This design comes from an exercise in tuning for small area, a short achievable clock period and few clock cycles on the open sky130 flow, not from production work. Function was checked by simulation only, so behaviour that the tests miss may differ from the original. Power figures rest on the tool's default switching activity, not on a simulated workload.

==> flow/design.v <==
package imd_pkg;
	localparam int IMD_REG_WIDTH_DEF = 32;	 
	typedef enum logic [3:0] {
		IMD_NOP   = 4'd0,	 
		IMD_MFHI  = 4'd1,	 
		IMD_MFLO  = 4'd2,	 
		IMD_MTHI  = 4'd3,	 
		IMD_MTLO  = 4'd4,	 
		IMD_MULT  = 4'd5,	 
		IMD_MULTU = 4'd6,	 
		IMD_DIV   = 4'd7,	 
		IMD_DIVU  = 4'd8	 
	} imd_op_t;
	typedef enum logic [1:0] {
		SEQ_IDLE = 2'd0,	 
		SEQ_RUN  = 2'd1,	 
		SEQ_DONE = 2'd2		 
	} imd_seq_state_t;
endpackage
`timescale 1ns/1ps
module imd_top #(
	parameter int REG_WIDTH = imd_pkg::IMD_REG_WIDTH_DEF
) (
	input  logic			clk,
	input  logic			nrst,
	input  logic [3:0]		i_imuldiv_op,		 
	input  logic [REG_WIDTH-1:0]	i_rs_val,
	input  logic [REG_WIDTH-1:0]	i_rt_val,
	input  logic			i_mem_stall,
	input  logic			i_fetch_stall,
	input  logic			i_nullify_execute,
	input  logic			i_nullify_mem,
	input  logic			i_nullify_wb,
	output logic			o_exec_stall,		 
	output logic [REG_WIDTH-1:0]	o_rd_val,
	output logic			o_rd_valid
);
	localparam int W = REG_WIDTH;
	localparam int CW = $clog2(W);
	localparam int K = 4;			 
	localparam int NSTEP = W / K;
	logic		st_prep;	 
	logic		st_mul;		 
	logic		st_mfin;	 
	logic		st_size;	 
	logic		st_norm;	 
	logic		st_div;		 
	logic		st_neg;		 
	logic [W-1:0]	hi, lo;		 
	logic [W-1:0]	d;		 
	logic [W-1:0]	m;		 
	logic [CW-1:0]	cnt;		 
	logic [CW:0]	za, zb;		 
	logic		cy;		 
	logic [K-1:0]	ps, pc;		 
	logic		pgen, pprop;	 
	logic		md;		 
	logic		short_m;	 
	logic		nl, nd;		 
	logic		neg_l, neg_h;	 
	logic		zl;		 
	logic		hz, lz;		 
	logic		mthi_m, mtlo_m, mthi_w, mtlo_w;
	logic		rd_hi;		 
	logic [W-1:0]	hi_seq, lo_seq;	 
	logic		op_mf, op_mfhi, op_mthi, op_mtlo, op_mul, op_div, op_signed;
	logic		busy, last, fin, stallable;
	logic		free;		 
	logic		adv, ld_arith, ld_mt, wr_mt;
	assign op_mfhi = (i_imuldiv_op == imd_pkg::IMD_MFHI);
	assign op_mf = op_mfhi || (i_imuldiv_op == imd_pkg::IMD_MFLO);
	assign op_mthi = (i_imuldiv_op == imd_pkg::IMD_MTHI);
	assign op_mtlo = (i_imuldiv_op == imd_pkg::IMD_MTLO);
	assign op_mul = (i_imuldiv_op == imd_pkg::IMD_MULT) || (i_imuldiv_op == imd_pkg::IMD_MULTU);
	assign op_div = (i_imuldiv_op == imd_pkg::IMD_DIV) || (i_imuldiv_op == imd_pkg::IMD_DIVU);
	assign op_signed = (i_imuldiv_op == imd_pkg::IMD_MULT) || (i_imuldiv_op == imd_pkg::IMD_DIV);
	assign busy = st_prep || st_mul || st_mfin || st_size || st_norm || st_div || st_neg;
	assign last = (cnt == '0);
	assign fin = (st_mfin && !neg_l) || (st_div && last && !neg_l && !neg_h) || st_neg;
	assign stallable = busy && !fin;
	assign free = !i_mem_stall && !i_fetch_stall;
	assign o_exec_stall = free && op_mf && stallable;
	assign adv = free && !(op_mf && stallable);
	assign ld_arith = free && !i_nullify_execute && (op_mul || op_div);
	assign ld_mt = free && !i_nullify_execute && (op_mthi || op_mtlo);
	assign wr_mt = adv && !i_nullify_wb;
	logic		a_neg, b_neg;
	assign a_neg = op_signed && i_rs_val[W-1];
	assign b_neg = op_signed && i_rt_val[W-1];
	function automatic logic is_small(input logic [W-1:0] v, input logic sgn);
		is_small = (v[W-1:W/2] == '0) || (sgn && (v[W-1:W/2-1] == '1));
	endfunction
	logic		rs_small, rt_small, swap;
	logic [W-1:0]	lo_in, d_in;
	assign rs_small = is_small(i_rs_val, op_signed);
	assign rt_small = is_small(i_rt_val, op_signed);
	assign swap = op_mul && !rs_small && rt_small;
	assign lo_in = swap ? i_rt_val : i_rs_val;
	assign d_in = swap ? i_rs_val : i_rt_val;
	localparam int CSW = W + K;
	function automatic logic [2*CSW-1:0] csa(input logic [CSW-1:0] x, input logic [CSW-1:0] y,
		input logic [CSW-1:0] z);
		logic [CSW-1:0] s, c;
		s = x ^ y ^ z;
		c = ((x & y) | (x & z) | (y & z)) << 1;
		csa = {c, s};
	endfunction
	logic [CSW-1:0]	pp [K];
	logic [CSW-1:0]	s1, c1, s2, c2, s3, c3, cs_s, cs_c;
	logic [K:0]	pend;		 
	logic [K:0]	nib;		 
	always_comb
		for (int i = 0; i < K; i++)
			pp[i] = {{K{1'b0}}, d & {W{lo[i]}}} << i;
	assign {c1, s1} = csa({{K{1'b0}}, hi}, {{K{1'b0}}, m}, pp[0]);
	assign {c2, s2} = csa(pp[1], pp[2], pp[3]);
	assign {c3, s3} = csa(s1, c1, s2);
	assign {cs_c, cs_s} = csa(s3, c3, c2);
	assign pend[K-1:0] = ps + pc + {{(K-1){1'b0}}, cy};
	assign pend[K] = pgen || (pprop && cy);
	assign nib = {1'b0, cs_s[K-1:0]} + {1'b0, cs_c[K-1:0]};
	logic [W:0]	sum;
	assign sum = {1'b0, hi} + {1'b0, m} + {{W{1'b0}}, md || pend[K]};
	logic [W-1:0]	lo_neg, hi_neg, lo_mag, d_mag;
	assign lo_neg = ~lo + 1'b1;
	assign hi_neg = ~hi + {{(W-1){1'b0}}, md || !st_neg || zl};
	assign lo_mag = nl ? lo_neg : lo;
	assign d_mag = nd ? hi_neg : d;
	function automatic logic [CW:0] clz(input logic [W-1:0] v);
		logic [CW-1:0]	n [W];
		logic		z [W];
		for (int i = 0; i < W; i++)
		begin
			z[i] = !v[W - 1 - i];
			n[i] = '0;
		end
		for (int l = 0; l < CW; l++)
		begin
			for (int i = 0; i < (W >> (l + 1)); i++)
			begin
				n[i] = z[2*i] ? (n[2*i+1] | CW'(1 << l)) : n[2*i];
				z[i] = z[2*i] && z[2*i+1];
			end
		end
		clz = {z[0], z[0] ? '0 : n[0]};
	endfunction
	logic [CW:0]	sh;
	logic		d_zero, q_zero;
	assign d_zero = zb[CW];
	assign q_zero = (zb < za);		 
	assign sh = zb - za;
	logic		end_div;	 
	assign end_div = (st_norm && (d_zero || q_zero)) || (st_div && last);
	always_ff @(posedge clk or negedge nrst)
	begin
		if (!nrst)
		begin
			st_prep <= 1'b0;
			st_mul <= 1'b0;
			st_mfin <= 1'b0;
			st_size <= 1'b0;
			st_norm <= 1'b0;
			st_div <= 1'b0;
			st_neg <= 1'b0;
			hz <= 1'b1;
			lz <= 1'b1;
			o_rd_valid <= 1'b0;
			mthi_m <= 1'b0;
			mtlo_m <= 1'b0;
			mthi_w <= 1'b0;
			mtlo_w <= 1'b0;
		end
		else
		begin
			if (adv)
			begin
				o_rd_valid <= !i_nullify_execute && op_mf;
				mthi_m <= ld_mt && op_mthi;
				mtlo_m <= ld_mt && op_mtlo;
				mthi_w <= mthi_m && !i_nullify_mem;
				mtlo_w <= mtlo_m && !i_nullify_mem;
			end
			if (ld_arith || (wr_mt && mthi_w))
				hz <= 1'b0;
			if (ld_arith || (wr_mt && mtlo_w))
				lz <= 1'b0;
			if (ld_arith)
			begin
				st_prep <= a_neg || b_neg;
				st_mul <= op_mul && !a_neg && !b_neg;
				st_mfin <= 1'b0;
				st_size <= op_div && !a_neg && !b_neg;
				st_norm <= 1'b0;
				st_div <= 1'b0;
				st_neg <= 1'b0;
			end
			else
			begin
				st_prep <= 1'b0;
				st_mul <= (st_prep && !md) || (st_mul && !last);
				st_mfin <= st_mul && last;
				st_size <= st_prep && md;
				st_norm <= st_size;
				st_div <= (st_norm && !d_zero && !q_zero) || (st_div && !last);
				st_neg <= ((st_mfin || end_div) && (neg_l || neg_h));
			end
		end
	end
	always_ff @(posedge clk)
	begin
		if (adv && !i_nullify_execute && op_mf)
			rd_hi <= op_mfhi;
		if (ld_arith)
		begin
			md <= op_div;
			short_m <= rs_small || rt_small;
			nl <= swap ? b_neg : a_neg;
			nd <= swap ? a_neg : b_neg;
			neg_l <= a_neg ^ b_neg;
			neg_h <= op_div ? a_neg : (a_neg ^ b_neg);
			cy <= 1'b0;
			ps <= '0;
			pc <= '0;
			pgen <= 1'b0;
			pprop <= 1'b0;
		end
		else if (st_mul)
		begin
			cy <= pend[K];
			ps <= cs_s[K-1:0];
			pc <= cs_c[K-1:0];
			pgen <= nib[K];
			pprop <= (nib[K-1:0] == '1);
		end
		if (st_mfin)
			zl <= (pend[K-1:0] == '0) && (short_m ?
				((sum[W/2-1:0] == '0) && (lo[W-1:W/2+K] == '0)) : (lo[W-1:K] == '0));
		if (ld_arith)
			cnt <= CW'((rs_small || rt_small) ? NSTEP / 2 - 1 : NSTEP - 1);
		else if (st_norm)
			cnt <= sh[CW-1:0];
		else if (st_mul || st_div)
			cnt <= cnt - 1'b1;
		if (st_size)
		begin
			za <= clz(lo);
			zb <= clz(d);
		end
		if (ld_arith)
			d <= d_in;
		else if (adv && (mthi_m || mtlo_m))
			d <= m;
		else if (st_prep)
			d <= d_mag;
		if (ld_mt)
			m <= i_rs_val;
		else if (ld_arith)
			m <= '0;
		else if (st_mul)
			m <= cs_c[CSW-1:K];
		else if (st_norm)
			m <= ~(d << sh[CW-1:0]);
		else if (st_div)
			m <= {1'b1, m[W-1:1]};
	end
	always_comb
	begin
		hi_seq = hi;
		lo_seq = lo;
		if (st_prep)
		begin
			hi_seq = '0;
			lo_seq = lo_mag;
		end
		if (st_mul)
		begin
			hi_seq = cs_s[CSW-1:K];
			lo_seq = {pend[K-1:0], lo[W-1:K]};
		end
		if (st_mfin)
		begin
			if (short_m)
			begin
				hi_seq = {{(W/2){1'b0}}, sum[W-1:W/2]};
				lo_seq = {sum[W/2-1:0], pend[K-1:0], lo[W-1:W/2+K]};
			end
			else
			begin
				hi_seq = sum[W-1:0];
				lo_seq = {pend[K-1:0], lo[W-1:K]};
			end
		end
		if (st_norm)
		begin
			hi_seq = lo;
			lo_seq = {W{d_zero}};
		end
		if (st_div)
		begin
			if (sum[W])
				hi_seq = sum[W-1:0];
			lo_seq = {lo[W-2:0], sum[W]};
		end
		if (st_neg)
		begin
			if (neg_l)
				lo_seq = lo_neg;
			if (neg_h)
				hi_seq = hi_neg;
		end
	end
	always_ff @(posedge clk)
	begin
		if (ld_arith)
		begin
			lo <= lo_in;
			hi <= (a_neg || b_neg) ? d_in : '0;
		end
		else if (wr_mt && mthi_w)
			hi <= d;
		else if (wr_mt && mtlo_w)
			lo <= d;
		else
		begin
			hi <= hi_seq;
			lo <= lo_seq;
		end
	end
	assign o_rd_val = (hi & {W{rd_hi && !hz}}) | (lo & {W{!rd_hi && !lz}});
endmodule
Settings: LEC_CHECK=0, CAP_MARGIN=20, CORE_MARGIN=2, CORE_UTILIZATION=40, SETUP_SLACK_MARGIN=2.5, SLEW_MARGIN=20; clock period 6.5 ns.
standard.sh (not shown) runs the stock make flow with config.mk's settings and CLKGATE_MAP_FILE= SYNTH_SCRIPT=/design/flow/synth_recipe.tcl, a recipe that flattens the netlist after the stock synthesis.
==> flow/flow/run.sh <==
#!/bin/bash
# Standard layout with two placement/repair knobs changed:
#  - port buffers are plain sky130 buffers (buf_1) instead of the delay cell
#    buffer_ports picks by default; every port still gets its own buffer;
#  - the resizer may change a cell's footprint when it repairs timing.
set -euo pipefail
bash standard.sh MATCH_CELL_FOOTPRINT=0 "BUFFER_PORTS_ARGS=-buffer_cell sky130_fd_sc_hd__buf_1" finish > standard_make.log 2>&1
Testbench counts at the start, summed over its fixed seeds: cycles 31,558.
==> next run, changes <==
--- a/flow/design.v
+++ b/flow/design.v
@@ -50,12 +50,10 @@
 	logic [W-1:0]	d;		 
 	logic [W-1:0]	m;		 
 	logic [CW-1:0]	cnt;		 
 	logic [CW:0]	za, zb;		 
 	logic		cy;		 
-	logic [K-1:0]	ps, pc;		 
-	logic		pgen, pprop;	 
 	logic		md;		 
 	logic		short_m;	 
 	logic		nl, nd;		 
 	logic		neg_l, neg_h;	 
 	logic		zl;		 
@@ -105,24 +103,21 @@
 		c = ((x & y) | (x & z) | (y & z)) << 1;
 		csa = {c, s};
 	endfunction
 	logic [CSW-1:0]	pp [K];
 	logic [CSW-1:0]	s1, c1, s2, c2, s3, c3, cs_s, cs_c;
-	logic [K:0]	pend;		 
-	logic [K:0]	nib;		 
+	logic [K:0]	cs_lo;		 
 	always_comb
 		for (int i = 0; i < K; i++)
 			pp[i] = {{K{1'b0}}, d & {W{lo[i]}}} << i;
 	assign {c1, s1} = csa({{K{1'b0}}, hi}, {{K{1'b0}}, m}, pp[0]);
 	assign {c2, s2} = csa(pp[1], pp[2], pp[3]);
 	assign {c3, s3} = csa(s1, c1, s2);
 	assign {cs_c, cs_s} = csa(s3, c3, c2);
-	assign pend[K-1:0] = ps + pc + {{(K-1){1'b0}}, cy};
-	assign pend[K] = pgen || (pprop && cy);
-	assign nib = {1'b0, cs_s[K-1:0]} + {1'b0, cs_c[K-1:0]};
+	assign cs_lo = {1'b0, cs_s[K-1:0]} + {1'b0, cs_c[K-1:0]} + {{K{1'b0}}, cy};
 	logic [W:0]	sum;
-	assign sum = {1'b0, hi} + {1'b0, m} + {{W{1'b0}}, md || pend[K]};
+	assign sum = {1'b0, hi} + {1'b0, m} + {{W{1'b0}}, md || cy};
 	logic [W-1:0]	lo_neg, hi_neg, lo_mag, d_mag;
 	assign lo_neg = ~lo + 1'b1;
 	assign hi_neg = ~hi + {{(W-1){1'b0}}, md || !st_neg || zl};
 	assign lo_mag = nl ? lo_neg : lo;
 	assign d_mag = nd ? hi_neg : d;
@@ -217,26 +212,15 @@
 			nl <= swap ? b_neg : a_neg;
 			nd <= swap ? a_neg : b_neg;
 			neg_l <= a_neg ^ b_neg;
 			neg_h <= op_div ? a_neg : (a_neg ^ b_neg);
 			cy <= 1'b0;
-			ps <= '0;
-			pc <= '0;
-			pgen <= 1'b0;
-			pprop <= 1'b0;
 		end
 		else if (st_mul)
-		begin
-			cy <= pend[K];
-			ps <= cs_s[K-1:0];
-			pc <= cs_c[K-1:0];
-			pgen <= nib[K];
-			pprop <= (nib[K-1:0] == '1);
-		end
+			cy <= cs_lo[K];
 		if (st_mfin)
-			zl <= (pend[K-1:0] == '0) && (short_m ?
-				((sum[W/2-1:0] == '0) && (lo[W-1:W/2+K] == '0)) : (lo[W-1:K] == '0));
+			zl <= (lo[W-1:W/2] == '0) && (short_m ? (sum[W/2-1:0] == '0) : (lo[W/2-1:0] == '0));
 		if (ld_arith)
 			cnt <= CW'((rs_small || rt_small) ? NSTEP / 2 - 1 : NSTEP - 1);
 		else if (st_norm)
 			cnt <= sh[CW-1:0];
 		else if (st_mul || st_div)
@@ -273,24 +257,21 @@
 			lo_seq = lo_mag;
 		end
 		if (st_mul)
 		begin
 			hi_seq = cs_s[CSW-1:K];
-			lo_seq = {pend[K-1:0], lo[W-1:K]};
+			lo_seq = {cs_lo[K-1:0], lo[W-1:K]};
 		end
 		if (st_mfin)
 		begin
 			if (short_m)
 			begin
 				hi_seq = {{(W/2){1'b0}}, sum[W-1:W/2]};
-				lo_seq = {sum[W/2-1:0], pend[K-1:0], lo[W-1:W/2+K]};
+				lo_seq = {sum[W/2-1:0], lo[W-1:W/2]};
 			end
 			else
-			begin
 				hi_seq = sum[W-1:0];
-				lo_seq = {pend[K-1:0], lo[W-1:K]};
-			end
 		end
 		if (st_norm)
 		begin
 			hi_seq = lo;
 			lo_seq = {W{d_zero}};
After rerunning: Die area shrinks by 1.7%. Routed wire length goes down by 5.4%. Area after synthesis fell by 1.8%. First-iteration DRC count shrinks by 10%. Count of clock-buffer cells in the layout came out lower by 1. Combinational power hardly moves. Via count came out lower by 0.98%. Sequential cell count goes down by 7. Clock power fell by about 6%. Power decreases by 1.6%. Synthesized cell count grows by 4.4%. Clock skew is higher by 0.0099 ns. Design area decreases by 0.85%.
Testbench counts after the change, summed over its fixed seeds: cycles 31,558.

-- static timing again, ports no longer ideal --
How much do the figures lean on ideal ports? The routed layouts below were timed once more, with nothing changed but the port constraints. Step 1: set_driving_cell puts a clkbuf_16 on clk and a buf_2 on each other input, an assumption about the parent block. Step 2 also shifts input and output timing later by t, the mid clock arrival at the registers, as if the neighbouring blocks saw the same clock. a / b / c = no drivers / after step 1 / after step 2; a / b = the first two.
| run | t, ns | setup WS [ns] | clock arrival spread, ns |
|---|---|---|---|
| the first run | 0.575 | 2.397 / 2.369 / 1.794 | 0.009 / 0.009 |
| the second run | 0.579 | 2.494 / 2.494 / 2.068 | 0.019 / 0.019 |
After both steps every run listed still meets setup and hold. The setup slack of the first run, which loses most, moves by -0.028 ns with the drivers and by -0.603 ns with both steps.
